Source: an optimization exercise on an open RTL-to-GDS flow (aim: a short achievable clock period and few clock cycles). Production flows keep margins and buffers that such runs may drop.
No functional check of the RTL was part of any run shown here.
Power is estimated from default activity; no workload was simulated.

$ cat design/flow/config.mk
export PLATFORM = sky130hd
export DESIGN_NAME = rv_core
export DESIGN_NICKNAME = rv_core
export VERILOG_FILES = /design/flow/design.v
export SDC_FILE = /design/flow/constraint.sdc
export NUM_CORES = 4
export LEC_CHECK = 0
export ABC_CLOCK_PERIOD_IN_PS = 2500
export CAP_MARGIN = 40
export CORE_MARGIN = 2
export CORE_UTILIZATION = 40
export SETUP_SLACK_MARGIN = 5.0
export SLEW_MARGIN = 40
export TNS_END_PERCENT = 100
$ cat design/flow/run.sh
#!/bin/bash
# synth_recipe.tcl (not shown) runs the flow's synth.tcl, then flattens the netlist and writes it again
# the make line also repeats each setting of config.mk as NAME=value (left out here)
make -C /OpenROAD-flow-scripts/flow DESIGN_CONFIG=/design/flow/config.mk WORK_HOME=/design/flow/orfs CLKGATE_MAP_FILE= SYNTH_SCRIPT=/design/flow/synth_recipe.tcl finish
$ cat design/flow/design.v
`default_nettype none
package rv_pkg;
  localparam int XLEN = 32;
  localparam int PC_W = 8;      
  typedef logic [XLEN-1:0] word_t;
  typedef logic [4:0]      reg_addr_t;
  typedef logic [PC_W-1:0] pc_t;
  localparam logic [6:0] OPC_OP     = 7'b0110011;
  localparam logic [6:0] OPC_OP_IMM = 7'b0010011;
  localparam logic [6:0] OPC_LOAD   = 7'b0000011;
  localparam logic [6:0] OPC_STORE  = 7'b0100011;
  localparam logic [6:0] OPC_BRANCH = 7'b1100011;
  localparam logic [6:0] OPC_LUI    = 7'b0110111;
endpackage
`default_nettype wire
`timescale 1ns/10ps
`default_nettype none
module rv_alu (
  input  rv_pkg::word_t add_a,
  input  rv_pkg::word_t add_b,
  input  logic          sub,
  input  logic          slt_signed,
  input  rv_pkg::word_t log_a,
  input  rv_pkg::word_t log_b,
  input  logic          sel_xor,
  input  logic          sel_or,
  input  logic          sel_and,
  input  logic          sel_b,
  input  rv_pkg::word_t sh_a,
  input  logic [4:0]    sh_b,
  input  logic          sh_left,
  input  logic          arith,      
  output rv_pkg::word_t sum,
  output logic          slt,
  output rv_pkg::word_t log_y,
  output rv_pkg::word_t sh_y
);
  logic        carry;
  logic [32:0] sr_x;
  rv_add i_add (
    .a    (add_a),
    .b    (add_b ^ {32{sub}}),
    .cin  (sub),
    .sum  (sum),
    .cout (carry)
  );
  assign slt = slt_signed ? ((add_a[31] ^ add_b[31]) ? add_a[31] : sum[31]) : !carry;
  assign log_y = ({32{sel_xor}} & (log_a ^ log_b))
               | ({32{sel_or}}  & (log_a | log_b))
               | ({32{sel_and}} & (log_a & log_b))
               | ({32{sel_b}}   & log_b);
  assign sr_x  = $unsigned($signed({arith & sh_a[31], sh_a}) >>> sh_b);
  assign sh_y  = sh_left ? (sh_a << sh_b) : sr_x[31:0];
endmodule
module rv_add (
  input  rv_pkg::word_t a,
  input  rv_pkg::word_t b,
  input  logic          cin,
  output rv_pkg::word_t sum,
  output logic          cout
);
  logic [31:0] g [0:5];
  logic [31:0] p [0:5];
  logic [31:0] hp;
  assign hp   = a ^ b;
  assign g[0] = (a & b) | {31'b0, hp[0] & cin};
  assign p[0] = {hp[31:1], 1'b0};
  for (genvar k = 0; k < 5; k++)
  begin : g_lvl
    for (genvar i = 0; i < 32; i++)
    begin : g_bit
      if (i >= (1 << k))
      begin : g_op
        assign g[k+1][i] = g[k][i] | (p[k][i] & g[k][i - (1 << k)]);
        assign p[k+1][i] = p[k][i] & p[k][i - (1 << k)];
      end
      else
      begin : g_pass
        assign g[k+1][i] = g[k][i];
        assign p[k+1][i] = p[k][i];
      end
    end
  end
  assign sum  = hp ^ {g[5][30:0], cin};
  assign cout = g[5][31];
endmodule
`default_nettype wire
`timescale 1ns/10ps
`default_nettype none
module rv_regfile (
  input  logic              clk,
  input  rv_pkg::reg_addr_t rs1,
  input  rv_pkg::reg_addr_t rs2,
  output rv_pkg::word_t     rs1_data,
  output rv_pkg::word_t     rs2_data,
  input  logic              wr_en,      
  input  rv_pkg::reg_addr_t wr_addr,
  input  rv_pkg::word_t     wr_data
);
  rv_pkg::word_t regs [1:31];
  rv_pkg::word_t rd1;
  rv_pkg::word_t rd2;
  always_ff @(posedge clk)
  begin
    if (wr_en)
      regs[wr_addr] <= wr_data;
  end
  assign rd1 = (rs1 == '0) ? '0 : regs[rs1];
  assign rd2 = (rs2 == '0) ? '0 : regs[rs2];
  assign rs1_data = (wr_en && (wr_addr == rs1)) ? wr_data : rd1;
  assign rs2_data = (wr_en && (wr_addr == rs2)) ? wr_data : rd2;
endmodule
`default_nettype wire
`timescale 1ns/10ps
`default_nettype none
module rv_fetch (
  input  logic          clk,
  input  logic          arst_n,
  input  logic          redirect,      
  input  rv_pkg::pc_t   redirect_pc,
  input  logic          halted,        
  input  logic          upd_en,        
  input  rv_pkg::pc_t   upd_pc,
  input  logic          upd_taken,
  output rv_pkg::word_t imem_addr,
  input  rv_pkg::word_t imem_data,
  output rv_pkg::pc_t   pc,
  output logic          pred,          
  output rv_pkg::pc_t   target
);
  rv_pkg::pc_t pc_next;
  rv_pkg::pc_t pc_out;        
  logic [255:0] seen;
  logic        u_en;          
  rv_pkg::pc_t u_pc;
  logic        u_taken;
  logic [255:0] last;
  logic        is_branch;
  logic        same_regs;
  logic [2:0]  f3;
  logic        stat_pred;
  assign imem_addr = {22'b0, pc_out, 2'b00};
  assign target    = pc + {imem_data[29:25], imem_data[11:9]};
  assign is_branch = (imem_data[6:0] == rv_pkg::OPC_BRANCH);
  assign same_regs = (imem_data[19:15] == imem_data[24:20]);
  assign f3        = imem_data[14:12];
  always_comb
  begin
    if (imem_data[31])
      stat_pred = 1'b1;
    else if (same_regs)
      stat_pred = (f3 == 3'b000) || (f3[2] && f3[0]);
    else
      stat_pred = f3[0];
  end
  assign pred = is_branch && (seen[pc] ? last[pc] : stat_pred);
  always_comb
  begin
    if (redirect)
      pc_next = redirect_pc;
    else if (pred)
      pc_next = target;
    else
      pc_next = pc + 1'b1;
  end
  always_ff @(posedge clk or negedge arst_n)
  begin
    if (!arst_n)
    begin
      pc     <= '0;
      pc_out <= '0;
      seen   <= '0;
      u_en <= 1'b0;
    end
    else
    begin
      pc   <= pc_next;
      if (!halted)
        pc_out <= pc_next;
      u_en <= upd_en;
      if (u_en)
        seen[u_pc] <= 1'b1;
    end
  end
  always_ff @(posedge clk)
  begin
    u_pc    <= upd_pc;
    u_taken <= upd_taken;
    if (u_en)
      last[u_pc] <= u_taken;
  end
endmodule
`default_nettype wire
`timescale 1ns/10ps
`default_nettype none
module rv_decode (
  input  rv_pkg::word_t instr,
  output logic          wen,
  output logic          is_load,
  output logic          is_store,
  output logic          is_branch,
  output logic          is_stop,
  output logic          use_imm,
  output rv_pkg::word_t imm,
  output logic          u_add,        
  output logic          u_log,        
  output logic          u_sh,         
  output logic          u_slt,        
  output logic          sub,
  output logic          slt_signed,
  output logic          sel_xor,
  output logic          sel_or,
  output logic          sel_and,
  output logic          sel_b,
  output logic          sh_left,
  output logic          arith
);
  logic [6:0] opcode;
  logic [2:0] funct3;
  logic       alt;
  logic       is_op;
  logic       is_opimm;
  logic       is_lui;
  logic       alu_fn;     
  assign opcode = instr[6:0];
  assign funct3 = instr[14:12];
  assign alt    = instr[30];
  assign is_op     = (opcode == rv_pkg::OPC_OP);
  assign is_opimm  = (opcode == rv_pkg::OPC_OP_IMM);
  assign is_lui    = (opcode == rv_pkg::OPC_LUI);
  assign is_load   = (opcode == rv_pkg::OPC_LOAD);
  assign is_store  = (opcode == rv_pkg::OPC_STORE);
  assign is_branch = (opcode == rv_pkg::OPC_BRANCH);
  assign is_stop   = (instr == '0);
  assign alu_fn    = is_op || is_opimm;
  assign wen     = (alu_fn || is_load || is_lui) && (instr[11:7] != '0);
  assign use_imm = !is_op;
  always_comb
  begin
    if (is_store)
      imm = {{20{instr[31]}}, instr[31:25], instr[11:7]};
    else if (is_lui)
      imm = {instr[31:12], 12'b0};
    else
      imm = {{20{instr[31]}}, instr[31:20]};
  end
  assign u_add      = is_load || is_store || (alu_fn && (funct3 == 3'b000));
  assign u_slt      = alu_fn && (funct3[2:1] == 2'b01);
  assign u_log      = is_lui || (alu_fn && funct3[2] && (funct3 != 3'b101));
  assign u_sh       = alu_fn && (funct3[1:0] == 2'b01);
  assign sub        = (is_op && (funct3 == 3'b000) && alt) || u_slt;
  assign slt_signed = !funct3[0];
  assign sel_xor    = (funct3 == 3'b100) && !is_lui;
  assign sel_or     = (funct3 == 3'b110) && !is_lui;
  assign sel_and    = (funct3 == 3'b111) && !is_lui;
  assign sel_b      = is_lui;
  assign sh_left    = !funct3[2];
  assign arith      = alt;
endmodule
`default_nettype wire
`timescale 1ns/10ps
`default_nettype none
module rv_opsel (
  input  logic [6:0]    sel,     
  input  rv_pkg::word_t sum,
  input  rv_pkg::word_t log_y,
  input  rv_pkg::word_t sh_y,
  input  logic          slt,
  input  rv_pkg::word_t ld,
  input  rv_pkg::word_t rf,
  input  rv_pkg::word_t imm,
  output rv_pkg::word_t y
);
  assign y = ({32{sel[0]}} & sum)
           | ({32{sel[1]}} & log_y)
           | ({32{sel[2]}} & sh_y)
           | {31'b0, sel[3] & slt}
           | ({32{sel[4]}} & ld)
           | ({32{sel[5]}} & rf)
           | ({32{sel[6]}} & imm);
endmodule
module rv_execute (
  input  rv_pkg::word_t a,
  input  rv_pkg::word_t b,
  input  logic          br_lt,         
  input  logic          br_unsigned,   
  input  logic          br_inv,        
  input  logic          br_flip,       
  output logic          taken,
  output logic          wrong
);
  logic eq;
  logic lt;
  logic cond;
  logic [31:0] ax;
  logic [31:0] bx;
  assign ax   = {a[31] ^ !br_unsigned, a[30:0]};
  assign bx   = {b[31] ^ !br_unsigned, b[30:0]};
  assign eq   = (a == b);
  assign lt   = (ax < bx);
  assign cond = br_lt ? lt : eq;
  assign taken = cond ^ br_inv;
  assign wrong = cond ^ br_flip;
endmodule
`default_nettype wire
`timescale 1ns/10ps
`default_nettype none
module rv_memwb (
  input  logic [4:0]    m_kind,     
  input  rv_pkg::word_t m_sum,
  input  rv_pkg::word_t m_log,
  input  rv_pkg::word_t m_sh,
  input  logic          m_slt,
  input  rv_pkg::word_t dmem_rdata,
  output rv_pkg::word_t wb_data
);
  assign wb_data = ({32{m_kind[0]}} & m_sum)
                 | ({32{m_kind[1]}} & m_log)
                 | ({32{m_kind[2]}} & m_sh)
                 | {31'b0, m_kind[3] & m_slt}
                 | ({32{m_kind[4]}} & dmem_rdata);
endmodule
`default_nettype wire
`timescale 1ns/10ps
`default_nettype none
module rv_core (
  input  logic          clk,
  input  logic          arst_n,
  output rv_pkg::word_t imem_addr,
  input  rv_pkg::word_t imem_data,
  output rv_pkg::word_t dmem_addr,
  output rv_pkg::word_t dmem_wdata,
  output logic          dmem_wr_en,
  output logic          dmem_rd_en,
  input  rv_pkg::word_t dmem_rdata,
  output logic          halt
);
  rv_pkg::pc_t       pc;
  logic              f_pred;
  rv_pkg::pc_t       f_target;
  rv_pkg::reg_addr_t rs1;
  rv_pkg::reg_addr_t rs2;
  rv_pkg::reg_addr_t rd;
  rv_pkg::word_t     rs1_data;
  rv_pkg::word_t     rs2_data;
  logic              d_wen, d_load, d_store, d_branch, d_stop, d_use_imm;
  rv_pkg::word_t     d_imm;
  logic              d_add, d_log, d_sh, d_slt;
  logic              d_sub, d_slt_signed, d_xor, d_or, d_and, d_b, d_sh_left, d_arith;
  logic [4:0]        d_kind;       
  logic [4:0]        hit1;         
  logic [4:0]        hit2;
  logic              rf1;          
  logic              rf2;
  logic              e_valid;
  logic              e_wen, e_load, e_store, e_branch, e_stop;
  rv_pkg::reg_addr_t e_rd;
  logic [4:0]        e_kind;
  rv_pkg::word_t     e_imm;
  logic              e_sub, e_slt_signed, e_xor, e_or, e_and, e_b, e_sh_left, e_arith;
  logic              e_br_lt, e_br_unsigned, e_br_inv, e_br_flip;
  rv_pkg::pc_t       e_pc;
  rv_pkg::pc_t       e_alt_pc;
  rv_pkg::word_t     e_rs1_data;
  rv_pkg::word_t     e_rs2_data;
  logic [6:0]        s_add_a, s_add_b, s_log_a, s_log_b, s_sh_a, s_sh_b, s_cmp_a, s_cmp_b;
  rv_pkg::word_t     add_a, add_b, log_a, log_b, sh_a, sh_b, cmp_a, cmp_b;
  rv_pkg::word_t     x_sum, x_log, x_sh;
  logic              x_slt;
  logic              x_taken;
  logic              x_wrong;
  logic              mispredict;
  logic              kill;
  logic              m_wen;
  rv_pkg::reg_addr_t m_rd;
  logic [4:0]        m_kind;
  rv_pkg::word_t     m_sum, m_log, m_sh;
  logic              m_slt;
  rv_pkg::word_t     m_addr;       
  rv_pkg::word_t     m_wdata;
  logic              m_rd_en;
  logic              m_wr_en;
  rv_pkg::word_t     wb_data;
  assign mispredict = e_valid && e_branch && x_wrong;
  assign kill       = mispredict || (e_valid && e_stop) || halt;
  rv_fetch i_fetch (
    .clk, .arst_n,
    .redirect    (mispredict),
    .redirect_pc (e_alt_pc),
    .halted      (halt),
    .upd_en      (e_valid && e_branch),
    .upd_pc      (e_pc),
    .upd_taken   (x_taken),
    .imem_addr, .imem_data,
    .pc,
    .pred        (f_pred),
    .target      (f_target)
  );
  assign rs1 = imem_data[19:15];
  assign rs2 = imem_data[24:20];
  assign rd  = imem_data[11:7];
  rv_decode i_decode (
    .instr      (imem_data),
    .wen        (d_wen),
    .is_load    (d_load),
    .is_store   (d_store),
    .is_branch  (d_branch),
    .is_stop    (d_stop),
    .use_imm    (d_use_imm),
    .imm        (d_imm),
    .u_add      (d_add),
    .u_log      (d_log),
    .u_sh       (d_sh),
    .u_slt      (d_slt),
    .sub        (d_sub),
    .slt_signed (d_slt_signed),
    .sel_xor    (d_xor),
    .sel_or     (d_or),
    .sel_and    (d_and),
    .sel_b      (d_b),
    .sh_left    (d_sh_left),
    .arith      (d_arith)
  );
  rv_regfile i_regfile (
    .clk, .rs1, .rs2, .rs1_data, .rs2_data,
    .wr_en (m_wen), .wr_addr (m_rd), .wr_data (wb_data)
  );
  assign d_kind = {d_load, d_slt, d_sh, d_log, d_add && !d_load};
  assign hit1   = (e_valid && e_wen && (e_rd == rs1)) ? e_kind : 5'b0;
  assign hit2   = (e_valid && e_wen && (e_rd == rs2)) ? e_kind : 5'b0;
  assign rf1    = (hit1 == 5'b0);
  assign rf2    = (hit2 == 5'b0);
  always_ff @(posedge clk or negedge arst_n)
  begin
    if (!arst_n)
    begin
      e_valid <= 1'b0;
      halt    <= 1'b0;
    end
    else
    begin
      e_valid <= !kill;
      if ((e_valid && e_stop) ||
          (d_stop && !kill && !(e_valid && (e_load || e_store))))
        halt <= 1'b1;
    end
  end
  always_ff @(posedge clk)
  begin
    e_wen         <= d_wen;
    e_load        <= d_load;
    e_store       <= d_store;
    e_branch      <= d_branch;
    e_stop        <= d_stop;
    e_rd          <= rd;
    e_kind        <= d_kind;
    e_imm         <= d_imm;
    e_sub         <= d_sub;
    e_slt_signed  <= d_slt_signed;
    e_xor         <= d_xor;
    e_or          <= d_or;
    e_and         <= d_and;
    e_b           <= d_b;
    e_sh_left     <= d_sh_left;
    e_arith       <= d_arith;
    e_br_lt       <= imem_data[14];
    e_br_unsigned <= imem_data[13];
    e_br_inv      <= imem_data[12];
    e_br_flip     <= imem_data[12] ^ f_pred;
    e_pc          <= pc;
    e_alt_pc      <= f_pred ? (pc + 1'b1) : f_target;
    e_rs1_data    <= rs1_data;
    e_rs2_data    <= rs2_data;
    s_add_a <= {1'b0, rf1, hit1} & {7{d_add || d_slt}};
    s_add_b <= (d_use_imm ? 7'b1000000 : {1'b0, rf2, hit2}) & {7{d_add || d_slt}};
    s_log_a <= {1'b0, rf1, hit1} & {7{d_log}};
    s_log_b <= (d_use_imm ? 7'b1000000 : {1'b0, rf2, hit2}) & {7{d_log}};
    s_sh_a  <= {1'b0, rf1, hit1} & {7{d_sh}};
    s_sh_b  <= (d_use_imm ? 7'b1000000 : {1'b0, rf2, hit2}) & {7{d_sh}};
    s_cmp_a <= {1'b0, rf1, hit1} & {7{d_branch}};
    s_cmp_b <= {1'b0, rf2, hit2} & {7{d_branch || d_store}};
  end
  rv_opsel i_sel_add_a (.sel (s_add_a), .sum (m_sum), .log_y (m_log), .sh_y (m_sh), .slt (m_slt),
                        .ld (dmem_rdata), .rf (e_rs1_data), .imm (e_imm), .y (add_a));
  rv_opsel i_sel_add_b (.sel (s_add_b), .sum (m_sum), .log_y (m_log), .sh_y (m_sh), .slt (m_slt),
                        .ld (dmem_rdata), .rf (e_rs2_data), .imm (e_imm), .y (add_b));
  rv_opsel i_sel_log_a (.sel (s_log_a), .sum (m_sum), .log_y (m_log), .sh_y (m_sh), .slt (m_slt),
                        .ld (dmem_rdata), .rf (e_rs1_data), .imm (e_imm), .y (log_a));
  rv_opsel i_sel_log_b (.sel (s_log_b), .sum (m_sum), .log_y (m_log), .sh_y (m_sh), .slt (m_slt),
                        .ld (dmem_rdata), .rf (e_rs2_data), .imm (e_imm), .y (log_b));
  rv_opsel i_sel_sh_a  (.sel (s_sh_a),  .sum (m_sum), .log_y (m_log), .sh_y (m_sh), .slt (m_slt),
                        .ld (dmem_rdata), .rf (e_rs1_data), .imm (e_imm), .y (sh_a));
  rv_opsel i_sel_sh_b  (.sel (s_sh_b),  .sum (m_sum), .log_y (m_log), .sh_y (m_sh), .slt (m_slt),
                        .ld (dmem_rdata), .rf (e_rs2_data), .imm (e_imm), .y (sh_b));
  rv_opsel i_sel_cmp_a (.sel (s_cmp_a), .sum (m_sum), .log_y (m_log), .sh_y (m_sh), .slt (m_slt),
                        .ld (dmem_rdata), .rf (e_rs1_data), .imm (e_imm), .y (cmp_a));
  rv_opsel i_sel_cmp_b (.sel (s_cmp_b), .sum (m_sum), .log_y (m_log), .sh_y (m_sh), .slt (m_slt),
                        .ld (dmem_rdata), .rf (e_rs2_data), .imm (e_imm), .y (cmp_b));
  rv_alu i_alu (
    .add_a, .add_b,
    .sub        (e_sub),
    .slt_signed (e_slt_signed),
    .log_a, .log_b,
    .sel_xor    (e_xor),
    .sel_or     (e_or),
    .sel_and    (e_and),
    .sel_b      (e_b),
    .sh_a,
    .sh_b       (sh_b[4:0]),
    .sh_left    (e_sh_left),
    .arith      (e_arith),
    .sum        (x_sum),
    .slt        (x_slt),
    .log_y      (x_log),
    .sh_y       (x_sh)
  );
  rv_execute i_execute (
    .a           (cmp_a),
    .b           (cmp_b),
    .br_lt       (e_br_lt),
    .br_unsigned (e_br_unsigned),
    .br_inv      (e_br_inv),
    .br_flip     (e_br_flip),
    .taken       (x_taken),
    .wrong       (x_wrong)
  );
  always_ff @(posedge clk or negedge arst_n)
  begin
    if (!arst_n)
    begin
      m_wen   <= 1'b0;
      m_rd_en <= 1'b0;
      m_wr_en <= 1'b0;
    end
    else
    begin
      m_wen   <= e_valid && e_wen;
      m_rd_en <= e_valid && e_load;
      m_wr_en <= e_valid && e_store;
    end
  end
  always_ff @(posedge clk)
  begin
    m_rd   <= e_rd;
    m_kind <= e_kind;
    m_sum  <= x_sum;
    m_log  <= x_log;
    m_sh   <= x_sh;
    m_slt  <= x_slt;
    if (e_load || e_store)
      m_addr <= x_sum;
    if (e_store)
      m_wdata <= cmp_b;
  end
  assign dmem_addr  = m_addr;
  assign dmem_wdata = m_wdata;
  assign dmem_rd_en = m_rd_en;
  assign dmem_wr_en = m_wr_en;
  rv_memwb i_memwb (
    .m_kind, .m_sum, .m_log, .m_sh, .m_slt, .dmem_rdata, .wb_data
  );
endmodule
`default_nettype wire
$ cat design/flow/constraint.sdc
create_clock -name core_clock -period 8.0 [get_ports {clk}]
set_input_delay 1.6000 -clock core_clock [delete_from_list [all_inputs] [get_ports {clk}]]
set_output_delay 1.6000 -clock core_clock [all_outputs]
set_load 0.01 [all_outputs]
==> results of run 1 <==
==> through the flow <==
stage	instance area, sq um	instances
6_report	119000	11000
4_1_cts	115000	10900
3_5_place_dp	101000	10200
5_1_grt	119000	11000
2_1_floorplan	98200	7447
3_3_place_gp	101000	10200
==> per-layer routing <==
layer / GRT usage (%) / vias to the layer above / routed length, microns
li1: - / 29800 / -
met1: 40.5 / 37800 / 143000
met2: 42.9 / 5724 / 162000
met3: 10.2 / 1221 / 53200
met4: 11.6 / 16 / 18400
met5: 0 / - / 138
==> repair_timing <==
action | 4_1_cts | 5_1_grt
cloned | 75 | 22
buffers inserted | 220 | 114
pin swaps | 127 | 173
setup endpoints to repair | 939 | 753
resized for setup | 1527 | 779
==> Yosys cell counts (10+ instances only) <==
| cell | number | area [sq um] |
|---|---|---|
| buf_1 | 148 | 556 |
| dfrtp_1 | 278 | 6960 |
| o32ai_1 | 64 | 561 |
| edfxtp_1 | 1312 | 39400 |
| nor2_1 | 327 | 1230 |
| buf_4 | 32 | 240 |
| and2_1 | 36 | 225 |
| o211ai_1 | 14 | 105 |
| nand4_1 | 72 | 450 |
| and4_1 | 11 | 96.3 |
| dfxtp_1 | 305 | 6110 |
| ha_1 | 139 | 1740 |
| nor4_1 | 15 | 93.8 |
| and3_1 | 17 | 106 |
| nand2_1 | 542 | 2030 |
| a22o_1 | 38 | 333 |
| xnor2_1 | 41 | 359 |
| inv_1 | 184 | 691 |
| xor2_1 | 71 | 622 |
| o221ai_1 | 45 | 394 |
| a221oi_1 | 102 | 893 |
| a31oi_1 | 12 | 75.1 |
| mux2i_1 | 325 | 3250 |
| a21o_1 | 47 | 353 |
| mux2_2 | 153 | 1720 |
| o21ai_0 | 555 | 2780 |
| nand2b_1 | 17 | 106 |
| a22oi_1 | 401 | 3010 |
| nor3_1 | 40 | 200 |
| o21bai_1 | 260 | 1950 |
| nor2b_1 | 37 | 231 |
| mux4_2 | 544 | 12300 |
| clkbuf_1 | 526 | 1970 |
| a222oi_1 | 127 | 1270 |
| buf_2 | 30 | 150 |
| nand3_1 | 118 | 591 |
| a211oi_1 | 39 | 293 |
| o22ai_1 | 40 | 250 |
| a21oi_1 | 259 | 1300 |
| buf_6 | 11 | 124 |
| o21a_1 | 10 | 75.1 |
==> where the power goes <==
group	internal, W	switching, W	total [W]
clock	0.00568	0.00417	0.00985
combinational	0.00243	0.00376	0.00619
sequential	0.0105	0.000294	0.0108
==> critical path, stage by stage <==
cell and delay (ps):
buf_12 100, a222oi_1 460, nand4b_1 180, o21a_1 160, fa_2 380, a211oi_4 280
o21ai_2 110, a211oi_4 260, buf_6 160, o21ai_4 110, a211oi_4 320, o21bai_2 130
a21o_1 210, a211oi_2 180, a21o_1 110
==> sequential cells by signal, summed over array words and instances, names as in the netlist, 32 cells and up <==
signal and cells:
i_regfile.regs 992, i_fetch.last 256, i_fetch.seen 256, e_imm 32, e_rs1_data 32, e_rs2_data 32
m_addr 32, m_log 32, m_sh 32, m_sum 32, m_wdata 32
==> cells by family (layout without fill, tap and decap cells) <==
family / Yosys count / count (layout) / synth area share [%]
simple gates: 1269 / 1308 / 5.88
mux: 1022 / 1022 / 18.0
compound gates: 2049 / 2049 / 14.5
xor+xnor: 112 / 112 / 1.02
flops: 1895 / 1895 / 54.8
other cells: 1 / 42 / 0.00391
buf+inv: 934 / 1280 / 3.93
fa+ha+maj: 142 / 142 / 1.87
==> layout make-up <==
cell class / count / area, sq um / share of cell area, %
Antenna cell: 18 / 45.0 / 0.0377
Clock buffer: 288 / 5830 / 4.88
Clock inverter: 86 / 1160 / 0.969
Inverter: 184 / 691 / 0.578
Multi-Input combinational cell: 4657 / 46300 / 38.8
Sequential cell: 1895 / 52600 / 44.0
Tap cell: 3167 / 3960 / 3.32
Timing Repair Buffer: 722 / 8890 / 7.44
==> final timing paths <==
kind / end / slack, ps / depth (start not counted)
max in group asynchronous: i_fetch.seen[180] / 6200 / 2
min in group asynchronous: i_fetch.seen[108] / 710 / 1
max reg2reg: i_fetch.pc_out[2] / 4060 / 13
min: i_fetch.u_pc[0] / 280 / 0
min reg2reg: i_fetch.u_pc[0] / 280 / 0
max: m_slt / 4010 / 15
==> results.sh, run 1 <==
export IMPL_dpl_hpwl_microns=211000
export IMPL_hold_buffers=0
export IMPL_drt_wirelength_per_cell_microns=34.2
export IMPL_hold_start="e_pc[0]"
export IMPL_initial_core_util_pct=40.2
export IMPL_die_area_sq_um=243000
export IMPL_clockRootBuffer="clkbuf_16"
export IMPL_ant_nets=0
export IMPL_core_area_sq_um=238000
export IMPL_final_max_slew_violation_count=0
export IMPL_total_power_w=0.0269
export IMPL_tightest_slew_ps=1010
export IMPL_nNetsFinal=7869
export IMPL_leakagePower_nw=43.9
export IMPL_status="timing/DRC/antenna clean"
export IMPL_routed_wl_microns=377000
export IMPL_syn_area_per_cell_sq_um=12.9
export IMPL_synth_distinct_cells=71
export IMPL_die_height_microns=493
export IMPL_setup_worst_path_end_class="register"
export IMPL_fp_dieW_microns=493
export IMPL_num_fill_cells=19700
export IMPL_startpoint="dmem_rdata[0]"
export IMPL_min_period_ps=3990
export IMPL_yosysWarnings=7
export IMPL_grt_pass1_vias=72100
export IMPL_numCtsBuffers=202
export IMPL_synth_ff_latch_count=1895
export IMPL_worst_slack_ps=4010
export IMPL_drt_initial_drc_count=12000
export IMPL_grt_max_degree=84
export IMPL_track_usage_pct=29.5
export IMPL_maxCapViolations=0
export IMPL_relSlewSlack_pct=32.6
export IMPL_drtPass1Iterations=14
export IMPL_clock_sinks=1895
export IMPL_hold_viol_final=0
export IMPL_synthCells=7424
export IMPL_io_pins=165
export IMPL_cp_max_fo=3
export IMPL_overflow=0
export IMPL_area_growth_pct=24.7
export IMPL_synthesis_area_sq_um=95800
export IMPL_place_gp_congestion=0.947
export IMPL_final_common_cell="edfxtp_1"
export IMPL_period_share_pct=49.8
export IMPL_async_flop_share_pct=14.7
export IMPL_r2r_start="i_fetch.pc[0]"
export IMPL_vias=74600
export IMPL_hold_slack_ps=277
export IMPL_arrival_ps=4770
export IMPL_clk_latency_ps=890
export IMPL_layout_common_cells="edfxtp_1 (1,312), mux4_2 (544), nand2_1 (481)"
export IMPL_clkTransAtPathRegs_ps=70
export IMPL_grt_pass1_wl_microns=525000
export IMPL_fmax_mhz=251
export IMPL_clk_path_buf_depth=3
export IMPL_synth_edf_count=1312
export IMPL_cts_tree="yes"
export IMPL_ir_drop_v=0.000201
export IMPL_setup_viol=0
export IMPL_route_detailed_drc=0
export IMPL_drive_above_1_share_pct=35.1
export IMPL_worstPathRequired_ps=8780
export IMPL_finClkSkew_ps=77.3
export IMPL_vias_per_cell=6.77
export IMPL_cp_start_kind="primary input"
export IMPL_post_place_ws_ps=2350
export IMPL_setup_tns_ps=0
export IMPL_synth_ff_type="edfxtp_1"
export IMPL_antenna_found_initial=28
export IMPL_power_density_nw_per_um2=225
export IMPL_hold_class="reg2reg"
export IMPL_ys_seq_area_share_pct=54.8
export IMPL_rsz0062_at_grt="true"
export IMPL_critical_path_class="in2reg"
export IMPL_final_util_pct=50.2
export IMPL_io_buffers=140
export IMPL_cts_htree_levels=4
export IMPL_num_rows=179
==> run 2, diff against run 1 <==
--- a/design/flow/design.v
+++ b/design/flow/design.v
@@ -118,6 +118,7 @@
   input  logic          arst_n,
   input  logic          redirect,      
   input  rv_pkg::pc_t   redirect_pc,
+  input  logic          hold,          
   input  logic          halted,        
   input  logic          upd_en,        
   input  rv_pkg::pc_t   upd_pc,
@@ -158,6 +159,8 @@
   begin
     if (redirect)
       pc_next = redirect_pc;
+    else if (hold)
+      pc_next = pc;
     else if (pred)
       pc_next = target;
     else
@@ -201,6 +204,8 @@
   output logic          is_branch,
   output logic          is_stop,
   output logic          use_imm,
+  output logic          alu_rs1,      
+  output logic          alu_rs2,      
   output rv_pkg::word_t imm,
   output logic          u_add,        
   output logic          u_log,        
@@ -235,6 +240,8 @@
   assign alu_fn    = is_op || is_opimm;
   assign wen     = (alu_fn || is_load || is_lui) && (instr[11:7] != '0);
   assign use_imm = !is_op;
+  assign alu_rs1 = alu_fn || is_load || is_store;
+  assign alu_rs2 = is_op;
   always_comb
   begin
     if (is_store)
@@ -244,7 +251,7 @@
     else
       imm = {{20{instr[31]}}, instr[31:20]};
   end
-  assign u_add      = is_load || is_store || (alu_fn && (funct3 == 3'b000));
+  assign u_add      = alu_fn && (funct3 == 3'b000);
   assign u_slt      = alu_fn && (funct3[2:1] == 2'b01);
   assign u_log      = is_lui || (alu_fn && funct3[2] && (funct3 != 3'b101));
   assign u_sh       = alu_fn && (funct3[1:0] == 2'b01);
@@ -344,6 +351,8 @@
   rv_pkg::word_t     rs1_data;
   rv_pkg::word_t     rs2_data;
   logic              d_wen, d_load, d_store, d_branch, d_stop, d_use_imm;
+  logic              d_alu_rs1, d_alu_rs2;
+  logic              stall;
   rv_pkg::word_t     d_imm;
   logic              d_add, d_log, d_sh, d_slt;
   logic              d_sub, d_slt_signed, d_xor, d_or, d_and, d_b, d_sh_left, d_arith;
@@ -364,7 +373,9 @@
   rv_pkg::word_t     e_rs1_data;
   rv_pkg::word_t     e_rs2_data;
   logic [6:0]        s_add_a, s_add_b, s_log_a, s_log_b, s_sh_a, s_sh_b, s_cmp_a, s_cmp_b;
-  rv_pkg::word_t     add_a, add_b, log_a, log_b, sh_a, sh_b, cmp_a, cmp_b;
+  logic [6:0]        s_adr_a;
+  rv_pkg::word_t     add_a, add_b, log_a, log_b, sh_a, sh_b, cmp_a, cmp_b, adr_a;
+  rv_pkg::word_t     x_addr;
   rv_pkg::word_t     x_sum, x_log, x_sh;
   logic              x_slt;
   logic              x_taken;
@@ -387,6 +398,7 @@
     .clk, .arst_n,
     .redirect    (mispredict),
     .redirect_pc (e_alt_pc),
+    .hold        (stall),
     .halted      (halt),
     .upd_en      (e_valid && e_branch),
     .upd_pc      (e_pc),
@@ -407,6 +419,8 @@
     .is_branch  (d_branch),
     .is_stop    (d_stop),
     .use_imm    (d_use_imm),
+    .alu_rs1    (d_alu_rs1),
+    .alu_rs2    (d_alu_rs2),
     .imm        (d_imm),
     .u_add      (d_add),
     .u_log      (d_log),
@@ -425,11 +439,12 @@
     .clk, .rs1, .rs2, .rs1_data, .rs2_data,
     .wr_en (m_wen), .wr_addr (m_rd), .wr_data (wb_data)
   );
-  assign d_kind = {d_load, d_slt, d_sh, d_log, d_add && !d_load};
+  assign d_kind = {d_load, d_slt, d_sh, d_log, d_add};
   assign hit1   = (e_valid && e_wen && (e_rd == rs1)) ? e_kind : 5'b0;
   assign hit2   = (e_valid && e_wen && (e_rd == rs2)) ? e_kind : 5'b0;
   assign rf1    = (hit1 == 5'b0);
   assign rf2    = (hit2 == 5'b0);
+  assign stall  = (hit1[4] && d_alu_rs1) || (hit2[4] && d_alu_rs2);
   always_ff @(posedge clk or negedge arst_n)
   begin
     if (!arst_n)
@@ -439,7 +454,7 @@
     end
     else
     begin
-      e_valid <= !kill;
+      e_valid <= !kill && !stall;
       if ((e_valid && e_stop) ||
           (d_stop && !kill && !(e_valid && (e_load || e_store))))
         halt <= 1'b1;
@@ -479,23 +494,33 @@
     s_sh_b  <= (d_use_imm ? 7'b1000000 : {1'b0, rf2, hit2}) & {7{d_sh}};
     s_cmp_a <= {1'b0, rf1, hit1} & {7{d_branch}};
     s_cmp_b <= {1'b0, rf2, hit2} & {7{d_branch || d_store}};
+    s_adr_a <= {1'b0, rf1, hit1} & {7{d_load || d_store}};
   end
   rv_opsel i_sel_add_a (.sel (s_add_a), .sum (m_sum), .log_y (m_log), .sh_y (m_sh), .slt (m_slt),
-                        .ld (dmem_rdata), .rf (e_rs1_data), .imm (e_imm), .y (add_a));
+                        .ld ('0), .rf (e_rs1_data), .imm (e_imm), .y (add_a));
   rv_opsel i_sel_add_b (.sel (s_add_b), .sum (m_sum), .log_y (m_log), .sh_y (m_sh), .slt (m_slt),
-                        .ld (dmem_rdata), .rf (e_rs2_data), .imm (e_imm), .y (add_b));
+                        .ld ('0), .rf (e_rs2_data), .imm (e_imm), .y (add_b));
   rv_opsel i_sel_log_a (.sel (s_log_a), .sum (m_sum), .log_y (m_log), .sh_y (m_sh), .slt (m_slt),
-                        .ld (dmem_rdata), .rf (e_rs1_data), .imm (e_imm), .y (log_a));
+                        .ld ('0), .rf (e_rs1_data), .imm (e_imm), .y (log_a));
   rv_opsel i_sel_log_b (.sel (s_log_b), .sum (m_sum), .log_y (m_log), .sh_y (m_sh), .slt (m_slt),
-                        .ld (dmem_rdata), .rf (e_rs2_data), .imm (e_imm), .y (log_b));
+                        .ld ('0), .rf (e_rs2_data), .imm (e_imm), .y (log_b));
   rv_opsel i_sel_sh_a  (.sel (s_sh_a),  .sum (m_sum), .log_y (m_log), .sh_y (m_sh), .slt (m_slt),
-                        .ld (dmem_rdata), .rf (e_rs1_data), .imm (e_imm), .y (sh_a));
+                        .ld ('0), .rf (e_rs1_data), .imm (e_imm), .y (sh_a));
   rv_opsel i_sel_sh_b  (.sel (s_sh_b),  .sum (m_sum), .log_y (m_log), .sh_y (m_sh), .slt (m_slt),
-                        .ld (dmem_rdata), .rf (e_rs2_data), .imm (e_imm), .y (sh_b));
+                        .ld ('0), .rf (e_rs2_data), .imm (e_imm), .y (sh_b));
+  rv_opsel i_sel_adr_a (.sel (s_adr_a), .sum (m_sum), .log_y (m_log), .sh_y (m_sh), .slt (m_slt),
+                        .ld ('0), .rf (e_rs1_data), .imm (e_imm), .y (adr_a));
   rv_opsel i_sel_cmp_a (.sel (s_cmp_a), .sum (m_sum), .log_y (m_log), .sh_y (m_sh), .slt (m_slt),
                         .ld (dmem_rdata), .rf (e_rs1_data), .imm (e_imm), .y (cmp_a));
   rv_opsel i_sel_cmp_b (.sel (s_cmp_b), .sum (m_sum), .log_y (m_log), .sh_y (m_sh), .slt (m_slt),
                         .ld (dmem_rdata), .rf (e_rs2_data), .imm (e_imm), .y (cmp_b));
+  rv_add i_adr (
+    .a    (adr_a),
+    .b    (e_imm),
+    .cin  (1'b0),
+    .sum  (x_addr),
+    .cout ()
+  );
   rv_alu i_alu (
     .add_a, .add_b,
     .sub        (e_sub),
@@ -547,8 +572,7 @@
     m_log  <= x_log;
     m_sh   <= x_sh;
     m_slt  <= x_slt;
-    if (e_load || e_store)
-      m_addr <= x_sum;
+    m_addr <= x_addr;
     if (e_store)
       m_wdata <= cmp_b;
   end
==> results.sh, run 2 <==
export IMPL_synth_ff_latch_count=1894
export IMPL_hold_class="reg2reg"
export IMPL_drt_wirelength_per_cell_microns=34.2
export IMPL_regMostFlops="i_regfile.regs"
export IMPL_async_flop_share_pct=14.7
export IMPL_yosysWarnings=7
export IMPL_min_period_ps=4060
export IMPL_yosysTopAreaCellShare_pct=39.6
export IMPL_io_buffers=140
export IMPL_vias_per_cell=6.70
export IMPL_synthesis_area_sq_um=97000
export IMPL_tightest_slew_ps=948
export IMPL_drive_above_1_share_pct=29.5
export IMPL_cp_start_kind="register"
export IMPL_ant_nets=0
export IMPL_cts_htree_levels=4
export IMPL_io_pins=165
export IMPL_overflow=0
export IMPL_final_cells=11200
export IMPL_area_growth_pct=21.0
export IMPL_wl_met3_microns=46500
export IMPL_critPathMaxStageDelay_ps=550
export IMPL_synth_most_common_cell="edfxtp_1"
export IMPL_worstPathRequired_ps=8810
export IMPL_antenna_found_initial=33
export IMPL_numCtsBuffers=203
export IMPL_cp_slowest_cell="a22oi_2"
export IMPL_final_max_slew_violation_count=0
export IMPL_final_util_pct=48.7
export IMPL_total_power_w=0.0259
export IMPL_drtPass1Iterations=13
export IMPL_drt_initial_drc_count=12000
export IMPL_nNetsFinal=8071
export IMPL_multiInputGateArea_sq_um=45300
export IMPL_synth_edf_count=1280
export IMPL_core_area_sq_um=241000
export IMPL_fp_dieW_microns=496
export IMPL_grt_pass1_vias=72000
export IMPL_status="timing/DRC/antenna clean"
export IMPL_ys_seq_area_share_pct=53.7
export IMPL_hold_viol_final=0
export IMPL_area_sequential_sq_um=52400
export IMPL_route_detailed_drc=0
export IMPL_top_layer="met5"
export IMPL_syn_area_per_cell_sq_um=12.7
export IMPL_dpl_hpwl_microns=226000
export IMPL_die_height_microns=496
export IMPL_synth_distinct_cells=83
export IMPL_clockRootBuffer="clkbuf_16"
export IMPL_track_usage_pct=29.2
export IMPL_initial_core_util_pct=40.3
export IMPL_wl_met1_microns=145000
export IMPL_finClkSkew_ps=73.1
export IMPL_path_delay_family="compound AO/OA/AOI/OAI gates"
export IMPL_netlist_top_cells_count="edfxtp_1 (1,280), nand2_1 (617), o21ai_0 (559), mux4_2 (551), clkbuf_1 (532)"
export IMPL_cts_tree="yes"
export IMPL_rsz0062_at_grt="true"
export IMPL_setup_viol=0
export IMPL_yosys_area_top_type="edfxtp_1"
export IMPL_critical_path_class="reg2reg"
export IMPL_clock_sinks=1894
export IMPL_routed_wl_microns=383000
export IMPL_num_fill_cells=20600
export IMPL_layout_common_cells="edfxtp_1 (1,280), nand2_1 (554), mux4_2 (551)"
export IMPL_cp_max_fo=8
export IMPL_relSlewSlack_pct=36.8
export IMPL_ir_drop_v=0.000247
export IMPL_clk_path_buf_depth=3
export IMPL_power_density_nw_per_um2=221
export IMPL_grt_pass1_wl_microns=522000
export IMPL_reg_top3="i_regfile.regs (992), i_fetch.last (256), i_fetch.seen (256)"
export IMPL_clkTransAtPathRegs_ps=60
export IMPL_final_common_cell="edfxtp_1"
export IMPL_wl_met2_microns=168000
export IMPL_synth_ff_type="edfxtp_1"
export IMPL_place_area_sq_um=102000
export IMPL_setup_worst_path_end_class="register"
export IMPL_arrival_ps=4870
export IMPL_place_gp_congestion=0.966
export IMPL_clk_latency_ps=910
export IMPL_grt_max_degree=99
export IMPL_placedCellCount=10500
export IMPL_num_rows=180
export IMPL_worstPathCellList="buf_12 > buf_12 > buf_6 > buf_16 > buf_6 > mux4_2 > mux2i_1 > o221ai_2 > a2111oi_4 > a31o_4 > nand4b_1 > a22oi_2 > buf_4 > nand2_4 > mux2_4 > a31oi_4"
export IMPL_vias=75100
export IMPL_netlist_top_cells_area="edfxtp_1 (40%), mux4_2 (13%), dfrtp_1 (7.2%)"
export IMPL_design_area_sq_um=117000
export IMPL_period_share_pct=50.8
export IMPL_leakagePower_nw=44.3
export IMPL_synthCells=7639
export IMPL_cp_num_buf_inv=6
export IMPL_die_area_sq_um=246000
export IMPL_largest_reg_flops=992
export IMPL_setup_tns_ps=0
export IMPL_maxCapViolations=0
export IMPL_fmax_mhz=246
run 2: cell count changes after synthesis, sizes merged, moves of 33 or more:
cell	delta
nand2	+76
nand3	-62
a21oi	+50
mux2i	-39
buf	-37
nor2	+33
run 2: cells by family (layout without fill, tap and decap cells):
| kind of cell | after synthesis | after routing | synth area share (%) |
|---|---|---|---|
| xor gates and xnor gates | 133 | 133 | 1.20 |
| and+or+nand+nor | 1354 | 1360 | 6.19 |
| other | 1 | 46 | 0.00387 |
| muxes | 981 | 981 | 17.4 |
| buffers and inverters | 920 | 1261 | 3.79 |
| adders and majority gates | 173 | 173 | 2.26 |
| DFF | 1894 | 1894 | 53.7 |
| AOI/OAI and AO/OA | 2183 | 2184 | 15.4 |
run 2: per-layer routing:
metal | vias up | GRT usage, %
met4 | 12 | 14.3
met3 | 1084 | 7.54
met1 | 38400 | 39.3
met2 | 5226 | 44.0
li1 | 30400 | -
met5 | - | 0.405
run 2: what timing repair did:
action | 4_1_cts | 5_1_grt
buffers inserted | 162 | 113
hold buffers | 0 | 0
resized for setup | 878 | 579
pin swaps | 177 | 136
endpoints found under the setup margin | 827 | 535
gates cloned | 26 | 43
run 2: cell type report:
| cell class | count | share of cell area, % |
|---|---|---|
| clock inverter | 107 | 1.17 |
| multi-input combinational | 4855 | 38.6 |
| timing repair inverter | 2 | 0.00853 |
| timing repair buffer | 674 | 6.69 |
| tap | 3185 | 3.40 |
| clock buffer | 276 | 4.81 |
| sequential | 1894 | 44.6 |
| inverter | 202 | 0.662 |
| antenna | 22 | 0.0469 |
run 2: through the flow:
stage                     worst slack [ps]  hold WS (ps)
after global routing                  3860           332
after CTS                             4060           325
after detailed placement              2180           312
after floorplan                       3940           310
after global placement                2140           310
final                                 3940           326
run 2: final timing paths:
check	startpoint	to	slack, ps	depth (start not counted)
worst max register to register	i_fetch.pc[0]	i_fetch.pc_out[5]	3940	16
min in group asynchronous	arst_n	i_fetch.seen[106]	560	1
worst min-delay path	e_pc[5]	i_fetch.u_pc[5]	330	0
worst min register to register	e_pc[5]	i_fetch.u_pc[5]	330	0
worst max-delay path	i_fetch.pc[0]	i_fetch.pc_out[5]	3940	16
max in group asynchronous	arst_n	i_fetch.seen[116]	6030	3
run 2: report_power, final:
group	internal (W)	leakage (nW)	total [W]	switching, W
sequential	0.0105	19.5	0.0109	0.000387
clock	0.00569	3.37	0.00993	0.00424
combinational	0.00192	21.4	0.00508	0.00317
total	0.0181	44.3	0.0259	0.00780
run 2: worst reg2reg max path: stages, from the launching register on:
cell and delay (ps):
dfrtp_4 490, buf_12 160, buf_12 160, buf_6 120, buf_16 130, buf_6 120, mux4_2 330, mux2i_1 90
o221ai_2 280, a2111oi_4 90, a31o_4 270, nand4b_1 410, a22oi_2 550, buf_4 220, nand2_4 50, mux2_4 340
a31oi_4 170
==> run 3, diff against run 2 <==
--- a/design/flow/design.v
+++ b/design/flow/design.v
@@ -19,6 +19,8 @@
   input  rv_pkg::word_t add_a,
   input  rv_pkg::word_t add_b,
   input  logic          sub,
+  input  rv_pkg::word_t slt_a,
+  input  rv_pkg::word_t slt_b,
   input  logic          slt_signed,
   input  rv_pkg::word_t log_a,
   input  rv_pkg::word_t log_b,
@@ -35,16 +37,22 @@
   output rv_pkg::word_t log_y,
   output rv_pkg::word_t sh_y
 );
-  logic        carry;
   logic [32:0] sr_x;
+  logic        slt_eq;
   rv_add i_add (
     .a    (add_a),
-    .b    (add_b ^ {32{sub}}),
-    .cin  (sub),
+    .b    (add_b),
+    .sub  (sub),
     .sum  (sum),
-    .cout (carry)
+    .cout ()
+  );
+  rv_cmp i_slt (
+    .a        (slt_a),
+    .b        (slt_b),
+    .signed_c (slt_signed),
+    .lt       (slt),
+    .eq       (slt_eq)
   );
-  assign slt = slt_signed ? ((add_a[31] ^ add_b[31]) ? add_a[31] : sum[31]) : !carry;
   assign log_y = ({32{sel_xor}} & (log_a ^ log_b))
                | ({32{sel_or}}  & (log_a | log_b))
                | ({32{sel_and}} & (log_a & log_b))
@@ -55,15 +63,19 @@
 module rv_add (
   input  rv_pkg::word_t a,
   input  rv_pkg::word_t b,
-  input  logic          cin,
+  input  logic          sub,
   output rv_pkg::word_t sum,
   output logic          cout
 );
   logic [31:0] g [0:5];
   logic [31:0] p [0:5];
   logic [31:0] hp;
-  assign hp   = a ^ b;
-  assign g[0] = (a & b) | {31'b0, hp[0] & cin};
+  logic [31:0] bx;
+  logic        g0;
+  assign bx   = b ^ {32{sub}};
+  assign hp   = a ^ bx;
+  assign g0   = sub ? (a[0] | !b[0]) : (a[0] & b[0]);
+  assign g[0] = {a[31:1] & bx[31:1], g0};
   assign p[0] = {hp[31:1], 1'b0};
   for (genvar k = 0; k < 5; k++)
   begin : g_lvl
@@ -81,9 +93,35 @@
       end
     end
   end
-  assign sum  = hp ^ {g[5][30:0], cin};
+  assign sum  = hp ^ {g[5][30:0], sub};
   assign cout = g[5][31];
 endmodule
+module rv_cmp (
+  input  rv_pkg::word_t a,
+  input  rv_pkg::word_t b,
+  input  logic          signed_c,
+  output logic          lt,
+  output logic          eq
+);
+  logic [31:0] l [0:5];
+  logic [31:0] e [0:5];
+  rv_pkg::word_t ax;
+  assign ax   = {a[31] ^ signed_c, a[30:0]};
+  assign l[0] = ~ax & {b[31] ^ signed_c, b[30:0]};
+  assign e[0] = ~(a ^ b);
+  for (genvar k = 0; k < 5; k++)
+  begin : g_lvl
+    for (genvar i = 0; i < (32 >> (k + 1)); i++)
+    begin : g_node
+      assign l[k+1][i] = l[k][2*i+1] | (e[k][2*i+1] & l[k][2*i]);
+      assign e[k+1][i] = e[k][2*i+1] & e[k][2*i];
+    end
+    assign l[k+1][31:(32 >> (k + 1))] = '0;
+    assign e[k+1][31:(32 >> (k + 1))] = '0;
+  end
+  assign lt = l[5][0];
+  assign eq = e[5][0];
+endmodule
 `default_nettype wire
 `timescale 1ns/10ps
 `default_nettype none
@@ -116,7 +154,9 @@
 module rv_fetch (
   input  logic          clk,
   input  logic          arst_n,
-  input  logic          redirect,      
+  input  logic          cond,          
+  input  logic          mis_if1,       
+  input  logic          mis_if0,       
   input  rv_pkg::pc_t   redirect_pc,
   input  logic          hold,          
   input  logic          halted,        
@@ -129,18 +169,36 @@
   output logic          pred,          
   output rv_pkg::pc_t   target
 );
-  rv_pkg::pc_t pc_next;
-  rv_pkg::pc_t pc_out;        
+  rv_pkg::pc_t  pc_seq;
+  rv_pkg::pc_t  pc_out;       
   logic [255:0] seen;
-  logic        u_en;          
-  rv_pkg::pc_t u_pc;
-  logic        u_taken;
   logic [255:0] last;
-  logic        is_branch;
-  logic        same_regs;
-  logic [2:0]  f3;
-  logic        stat_pred;
+  logic         u_en;         
+  rv_pkg::pc_t  u_pc;
+  logic         u_taken;
+  logic         is_branch;
+  logic         same_regs;
+  logic [2:0]   f3;
+  logic         stat_pred;
+  logic         dyn_seen;     
+  logic         dyn_last;
+  logic [1:0]   lk_seq;       
+  logic [1:0]   lk_alt;
+  logic [1:0]   lk_hold;
+  logic         s_hold;       
+  logic         s_target;     
+  logic         s_seq;
+  rv_pkg::pc_t  pc_norm;
+  rv_pkg::pc_t  out_norm;
+  rv_pkg::pc_t  pc_n1;
+  rv_pkg::pc_t  pc_n0;
+  rv_pkg::pc_t  out_n1;
+  rv_pkg::pc_t  out_n0;
+  logic [1:0]   dyn_norm;
+  logic [1:0]   dyn_n1;
+  logic [1:0]   dyn_n0;
   assign imem_addr = {22'b0, pc_out, 2'b00};
+  assign pc_seq    = pc + 1'b1;
   assign target    = pc + {imem_data[29:25], imem_data[11:9]};
   assign is_branch = (imem_data[6:0] == rv_pkg::OPC_BRANCH);
   assign same_regs = (imem_data[19:15] == imem_data[24:20]);
@@ -154,41 +212,51 @@
     else
       stat_pred = f3[0];
   end
-  assign pred = is_branch && (seen[pc] ? last[pc] : stat_pred);
-  always_comb
-  begin
-    if (redirect)
-      pc_next = redirect_pc;
-    else if (hold)
-      pc_next = pc;
-    else if (pred)
-      pc_next = target;
-    else
-      pc_next = pc + 1'b1;
-  end
+  assign pred = is_branch && (dyn_seen ? dyn_last : stat_pred);
+  assign s_hold   = hold;
+  assign s_target = !hold && pred;
+  assign s_seq    = !hold && !pred;
+  assign lk_seq  = {seen[pc_seq], last[pc_seq]};
+  assign lk_alt  = {seen[redirect_pc], last[redirect_pc]};
+  assign lk_hold = {seen[pc], last[pc]};
+  assign pc_norm  = ({8{s_hold}}   & pc)
+                  | ({8{s_target}} & target)
+                  | ({8{s_seq}}    & pc_seq);
+  assign out_norm = halted ? pc_out : ({8{s_hold}}   & pc_out)
+                                    | ({8{s_target}} & target)
+                                    | ({8{s_seq}}    & pc_seq);
+  assign dyn_norm = ({2{s_hold}} & lk_hold) | ({2{s_seq}} & lk_seq);
+  assign pc_n1  = mis_if1 ? redirect_pc : pc_norm;
+  assign pc_n0  = mis_if0 ? redirect_pc : pc_norm;
+  assign out_n1 = (mis_if1 && !halted) ? redirect_pc : out_norm;
+  assign out_n0 = (mis_if0 && !halted) ? redirect_pc : out_norm;
+  assign dyn_n1 = mis_if1 ? lk_alt : dyn_norm;
+  assign dyn_n0 = mis_if0 ? lk_alt : dyn_norm;
   always_ff @(posedge clk or negedge arst_n)
   begin
     if (!arst_n)
     begin
-      pc     <= '0;
-      pc_out <= '0;
-      seen   <= '0;
-      u_en <= 1'b0;
+      pc       <= '0;
+      pc_out   <= '0;
+      seen     <= '0;
+      u_en     <= 1'b0;
+      dyn_seen <= 1'b0;
     end
     else
     begin
-      pc   <= pc_next;
-      if (!halted)
-        pc_out <= pc_next;
-      u_en <= upd_en;
+      pc       <= cond ? pc_n1 : pc_n0;
+      pc_out   <= cond ? out_n1 : out_n0;
+      dyn_seen <= cond ? dyn_n1[1] : dyn_n0[1];
+      u_en     <= upd_en;
       if (u_en)
         seen[u_pc] <= 1'b1;
     end
   end
   always_ff @(posedge clk)
   begin
-    u_pc    <= upd_pc;
-    u_taken <= upd_taken;
+    dyn_last <= cond ? dyn_n1[0] : dyn_n0[0];
+    u_pc     <= upd_pc;
+    u_taken  <= upd_taken;
     if (u_en)
       last[u_pc] <= u_taken;
   end
@@ -292,22 +360,20 @@
   input  logic          br_lt,         
   input  logic          br_unsigned,   
   input  logic          br_inv,        
-  input  logic          br_flip,       
   output logic          taken,
-  output logic          wrong
+  output logic          cond           
 );
   logic eq;
   logic lt;
-  logic cond;
-  logic [31:0] ax;
-  logic [31:0] bx;
-  assign ax   = {a[31] ^ !br_unsigned, a[30:0]};
-  assign bx   = {b[31] ^ !br_unsigned, b[30:0]};
-  assign eq   = (a == b);
-  assign lt   = (ax < bx);
+  rv_cmp i_cmp (
+    .a        (a),
+    .b        (b),
+    .signed_c (!br_unsigned),
+    .lt       (lt),
+    .eq       (eq)
+  );
   assign cond = br_lt ? lt : eq;
   assign taken = cond ^ br_inv;
-  assign wrong = cond ^ br_flip;
 endmodule
 `default_nettype wire
 `timescale 1ns/10ps
@@ -373,15 +439,24 @@
   rv_pkg::word_t     e_rs1_data;
   rv_pkg::word_t     e_rs2_data;
   logic [6:0]        s_add_a, s_add_b, s_log_a, s_log_b, s_sh_a, s_sh_b, s_cmp_a, s_cmp_b;
-  logic [6:0]        s_adr_a;
+  logic [6:0]        s_adr_a, s_slt_a, s_slt_b;
   rv_pkg::word_t     add_a, add_b, log_a, log_b, sh_a, sh_b, cmp_a, cmp_b, adr_a;
   rv_pkg::word_t     x_addr;
+  rv_pkg::word_t     slt_a, slt_b;
   rv_pkg::word_t     x_sum, x_log, x_sh;
   logic              x_slt;
   logic              x_taken;
-  logic              x_wrong;
+  logic              x_cond;
+  logic              e_vb;         
+  logic              mis_if1;      
+  logic              mis_if0;
   logic              mispredict;
-  logic              kill;
+  logic              kill_if1;
+  logic              kill_if0;
+  logic              e_next1;      
+  logic              e_next0;
+  logic              halt_if1;
+  logic              halt_if0;
   logic              m_wen;
   rv_pkg::reg_addr_t m_rd;
   logic [4:0]        m_kind;
@@ -392,11 +467,17 @@
   logic              m_rd_en;
   logic              m_wr_en;
   rv_pkg::word_t     wb_data;
-  assign mispredict = e_valid && e_branch && x_wrong;
-  assign kill       = mispredict || (e_valid && e_stop) || halt;
+  assign e_vb       = e_valid && e_branch;
+  assign mis_if1    = e_vb && !e_br_flip;
+  assign mis_if0    = e_vb && e_br_flip;
+  assign mispredict = x_cond ? mis_if1 : mis_if0;
+  assign kill_if1   = mis_if1 || (e_valid && e_stop) || halt;
+  assign kill_if0   = mis_if0 || (e_valid && e_stop) || halt;
   rv_fetch i_fetch (
     .clk, .arst_n,
-    .redirect    (mispredict),
+    .cond        (x_cond),
+    .mis_if1,
+    .mis_if0,
     .redirect_pc (e_alt_pc),
     .hold        (stall),
     .halted      (halt),
@@ -445,6 +526,12 @@
   assign rf1    = (hit1 == 5'b0);
   assign rf2    = (hit2 == 5'b0);
   assign stall  = (hit1[4] && d_alu_rs1) || (hit2[4] && d_alu_rs2);
+  assign e_next1 = !kill_if1 && !stall;
+  assign e_next0 = !kill_if0 && !stall;
+  assign halt_if1 = halt || (e_valid && e_stop) ||
+                    (d_stop && !kill_if1 && !(e_valid && (e_load || e_store)));
+  assign halt_if0 = halt || (e_valid && e_stop) ||
+                    (d_stop && !kill_if0 && !(e_valid && (e_load || e_store)));
   always_ff @(posedge clk or negedge arst_n)
   begin
     if (!arst_n)
@@ -454,10 +541,8 @@
     end
     else
     begin
-      e_valid <= !kill && !stall;
-      if ((e_valid && e_stop) ||
-          (d_stop && !kill && !(e_valid && (e_load || e_store))))
-        halt <= 1'b1;
+      e_valid <= x_cond ? e_next1 : e_next0;
+      halt    <= x_cond ? halt_if1 : halt_if0;
     end
   end
   always_ff @(posedge clk)
@@ -486,8 +571,10 @@
     e_alt_pc      <= f_pred ? (pc + 1'b1) : f_target;
     e_rs1_data    <= rs1_data;
     e_rs2_data    <= rs2_data;
-    s_add_a <= {1'b0, rf1, hit1} & {7{d_add || d_slt}};
-    s_add_b <= (d_use_imm ? 7'b1000000 : {1'b0, rf2, hit2}) & {7{d_add || d_slt}};
+    s_add_a <= {1'b0, rf1, hit1} & {7{d_add}};
+    s_add_b <= (d_use_imm ? 7'b1000000 : {1'b0, rf2, hit2}) & {7{d_add}};
+    s_slt_a <= {1'b0, rf1, hit1} & {7{d_slt}};
+    s_slt_b <= (d_use_imm ? 7'b1000000 : {1'b0, rf2, hit2}) & {7{d_slt}};
     s_log_a <= {1'b0, rf1, hit1} & {7{d_log}};
     s_log_b <= (d_use_imm ? 7'b1000000 : {1'b0, rf2, hit2}) & {7{d_log}};
     s_sh_a  <= {1'b0, rf1, hit1} & {7{d_sh}};
@@ -508,6 +595,10 @@
                         .ld ('0), .rf (e_rs1_data), .imm (e_imm), .y (sh_a));
   rv_opsel i_sel_sh_b  (.sel (s_sh_b),  .sum (m_sum), .log_y (m_log), .sh_y (m_sh), .slt (m_slt),
                         .ld ('0), .rf (e_rs2_data), .imm (e_imm), .y (sh_b));
+  rv_opsel i_sel_slt_a (.sel (s_slt_a), .sum (m_sum), .log_y (m_log), .sh_y (m_sh), .slt (m_slt),
+                        .ld ('0), .rf (e_rs1_data), .imm (e_imm), .y (slt_a));
+  rv_opsel i_sel_slt_b (.sel (s_slt_b), .sum (m_sum), .log_y (m_log), .sh_y (m_sh), .slt (m_slt),
+                        .ld ('0), .rf (e_rs2_data), .imm (e_imm), .y (slt_b));
   rv_opsel i_sel_adr_a (.sel (s_adr_a), .sum (m_sum), .log_y (m_log), .sh_y (m_sh), .slt (m_slt),
                         .ld ('0), .rf (e_rs1_data), .imm (e_imm), .y (adr_a));
   rv_opsel i_sel_cmp_a (.sel (s_cmp_a), .sum (m_sum), .log_y (m_log), .sh_y (m_sh), .slt (m_slt),
@@ -517,13 +608,14 @@
   rv_add i_adr (
     .a    (adr_a),
     .b    (e_imm),
-    .cin  (1'b0),
+    .sub  (1'b0),
     .sum  (x_addr),
     .cout ()
   );
   rv_alu i_alu (
     .add_a, .add_b,
     .sub        (e_sub),
+    .slt_a, .slt_b,
     .slt_signed (e_slt_signed),
     .log_a, .log_b,
     .sel_xor    (e_xor),
@@ -545,9 +637,8 @@
     .br_lt       (e_br_lt),
     .br_unsigned (e_br_unsigned),
     .br_inv      (e_br_inv),
-    .br_flip     (e_br_flip),
     .taken       (x_taken),
-    .wrong       (x_wrong)
+    .cond        (x_cond)
   );
   always_ff @(posedge clk or negedge arst_n)
   begin
--- a/design/flow/config.mk
+++ b/design/flow/config.mk
@@ -11,4 +11,6 @@
 export CORE_UTILIZATION = 40
 export SETUP_SLACK_MARGIN = 5.0
 export SLEW_MARGIN = 40
+export SYNTH_HIERARCHICAL = 1
+export SYNTH_MINIMUM_KEEP_SIZE = 0
 export TNS_END_PERCENT = 100
==> results.sh, run 3 <==
export IMPL_cp_start_kind="primary input"
export IMPL_reg_top3="i_regfile.regs (992), i_fetch.last (256), i_fetch.seen (256)"
export IMPL_syn_area_per_cell_sq_um=12.5
export IMPL_grt_max_degree=151
export IMPL_io_pins=165
export IMPL_final_max_slew_violation_count=0
export IMPL_setup_tns_ps=0
export IMPL_finClkSkew_ps=177
export IMPL_drt_wirelength_per_cell_microns=35.2
export IMPL_setup_worst_path_end_class="register"
export IMPL_cp_slowest_cell="a221oi_2"
export IMPL_wl_met1_microns=173000
export IMPL_critical_path_class="in2reg"
export IMPL_cts_tree="yes"
export IMPL_cp_max_fo=5
export IMPL_route_detailed_drc=0
export IMPL_path_common_cell="a21oi_2"
export IMPL_ir_drop_v=0.000296
export IMPL_wl_met3_microns=62000
export IMPL_dpl_hpwl_microns=291000
export IMPL_wl_met2_microns=206000
export IMPL_die_height_microns=535
export IMPL_grt_pass1_vias=88900
export IMPL_hold_buffers=0
export IMPL_largest_reg_flops=992
export IMPL_nNetsFinal=9757
export IMPL_period_share_pct=50.3
export IMPL_num_fill_cells=24300
export IMPL_status="timing/DRC/antenna clean"
export IMPL_leakagePower_nw=48.7
export IMPL_vias_per_cell=6.90
export IMPL_rsz0062_at_grt="true"
export IMPL_hold_viol_final=0
export IMPL_cp_num_buf_inv=3
export IMPL_vias=92600
export IMPL_ant_nets=0
export IMPL_grt_pass1_wl_microns=660000
export IMPL_track_usage_pct=31.6
export IMPL_synthesis_area_sq_um=113000
export IMPL_hold_class="reg2reg"
export IMPL_yosysWarnings=16
export IMPL_place_gp_congestion=1.01
export IMPL_core_area_sq_um=280000
export IMPL_synthCells=9004
export IMPL_clkTransAtPathRegs_ps=60
export IMPL_drt_initial_drc_count=14700
export IMPL_drtPass1Iterations=9
export IMPL_final_common_cell="edfxtp_1"
export IMPL_num_rows=194
export IMPL_min_period_ps=4020
export IMPL_antenna_found_initial=45
export IMPL_multiInputGateArea_sq_um=60000
export IMPL_fmax_mhz=249
export IMPL_layout_common_cells="edfxtp_1 (1,280), a22oi_1 (1,082), mux4_2 (878)"
export IMPL_clock_sinks=1916
export IMPL_arrival_ps=4760
export IMPL_area_sequential_sq_um=52800
export IMPL_top_layer="met5"
export IMPL_drive_above_1_share_pct=29.0
export IMPL_worstPathCellList="buf_8 > a22oi_2 > nand3_1 > inv_2 > ha_4 > a21oi_2 > o21ai_2 > a221oi_2 > o211ai_1 > a21o_1 > mux2_4 > mux2i_4 > buf_6 > nor2_1 > a21oi_2 > o22a_1"
export IMPL_place_area_sq_um=119000
export IMPL_clk_path_buf_depth=4
export IMPL_power_density_nw_per_um2=216
export IMPL_path_delay_family="compound AO/OA/AOI/OAI gates"
export IMPL_clk_latency_ps=1000
export IMPL_tightest_slew_ps=970
export IMPL_cts_htree_levels=4
export IMPL_regMostFlops="i_regfile.regs"
export IMPL_design_area_sq_um=134000
export IMPL_routed_wl_microns=473000
export IMPL_initial_core_util_pct=40.3
export IMPL_numCtsBuffers=216
export IMPL_relSlewSlack_pct=35.3
export IMPL_clockRootBuffer="clkbuf_16"
export IMPL_io_buffers=140
export IMPL_worstPathRequired_ps=8740
export IMPL_fp_dieW_microns=535
export IMPL_maxCapViolations=0
export IMPL_die_area_sq_um=286000
export IMPL_setup_viol=0
export IMPL_area_growth_pct=18.5
export IMPL_overflow=0
export IMPL_critPathMaxStageDelay_ps=350
-- run 3: power by group --
group / leakage [nW] / internal, W / switching (W)
Sequential: 20.4 / 0.0107 / 0.000487
Clock: 3.52 / 0.00594 / 0.00437
Combinational: 24.8 / 0.00245 / 0.00485
-- run 3: worst paths after layout --
kind / from / to / slack (ps) / depth (start not counted)
setup / recovery: dmem_rdata[7] / i_fetch.pc_out[5] / 3980 / 16
hold / removal: e_pc[2] / i_fetch.u_pc[2] / 330 / 0
setup reg to reg: s_cmp_a[2] / i_fetch.pc_out[5] / 4010 / 16
hold reg to reg: e_pc[2] / i_fetch.u_pc[2] / 330 / 0
max in group asynchronous: arst_n / i_fetch.seen[76] / 6040 / 3
min in group asynchronous: arst_n / i_fetch.seen[121] / 700 / 1
-- run 3: worst register-to-register path, delay by kind of cell, from the launching register on --
family                   cells  cell delay [ps]
flip-flops                   1              490
multiplexers                 2              600
adder cells (fa/ha/maj)      1              250
AO/OA/AOI/OAI                8             1580
AND/OR/NAND/NOR              2              430
buffers and inverters        3              470
-- run 3: repair_timing --
action | 4_1_cts | 5_1_grt
gates cloned | 16 | 16
pin swaps | 188 | 138
setup endpoints to repair | 827 | 440
buffers inserted | 197 | 79
gates resized for setup | 996 | 367
-- run 3: through the flow --
step                      util (%)  total power, W  hold slack (ps)  instances  worst slack [ps]
after floorplan                  -          0.0150              310       9323              3880
after global placement        42.5          0.0175              311      12700              2180
after detailed placement      42.6          0.0176              312      12700              2230
after CTS                     46.7          0.0282              327      13300              4240
after global routing          47.7          0.0294              328      13400              3980
final                         47.7          0.0288              326      13400              3980
-- run 3: area by class of cell --
| class | count | area share (%) |
|---|---|---|
| Multi-Input combinational cell | 6397 | 44.9 |
| Tap cell | 3724 | 3.49 |
| Clock inverter | 90 | 0.798 |
| Timing Repair inverter | 1 | 0.00468 |
| Antenna cell | 30 | 0.0562 |
| Inverter | 194 | 0.578 |
| Sequential cell | 1916 | 39.5 |
| Clock buffer | 313 | 4.62 |
| Timing Repair Buffer | 757 | 6.05 |
-- run 3: metal layers --
| metal | vias up | global-route usage, % |
|---|---|---|
| li1 | 37100 | - |
| met1 | 47100 | 42.3 |
| met2 | 7032 | 46.7 |
| met3 | 1438 | 8.61 |
| met4 | 18 | 17.1 |
| met5 | - | 0 |

separate check: timing with driven ports:
The flow's constraints put no driver on any port. The routed layouts listed below were extracted and timed again, unchanged, in two steps.
Step 1, drivers: a clkbuf_16 drives clk and a buf_2 each remaining input, both assumed.
Step 2 moves the port delays by t, midway between the first and last clock arrival at a register: inputs arrive t later, outputs are due t later. That takes back most of the time a late clock gives input paths.
Three values: ideal, step 1, step 2; two values: the first two.
run | t (ns) | slack for setup (ns) | slew at the worst register clock pin (ns)
run 1 | 0.934 | 4.013 / 3.990 / 3.056 | 0.07 / 0.07
run 2 | 0.976 | 3.937 / 3.937 / 3.171 | 0.07 / 0.07
run 3 | 1.026 | 3.978 / 4.010 / 3.012 | 0.07 / 0.07
After both steps every run listed still meets setup and hold. The setup slack of run 3, which loses most, moves by +0.032 ns with the drivers and by -0.966 ns with both steps.
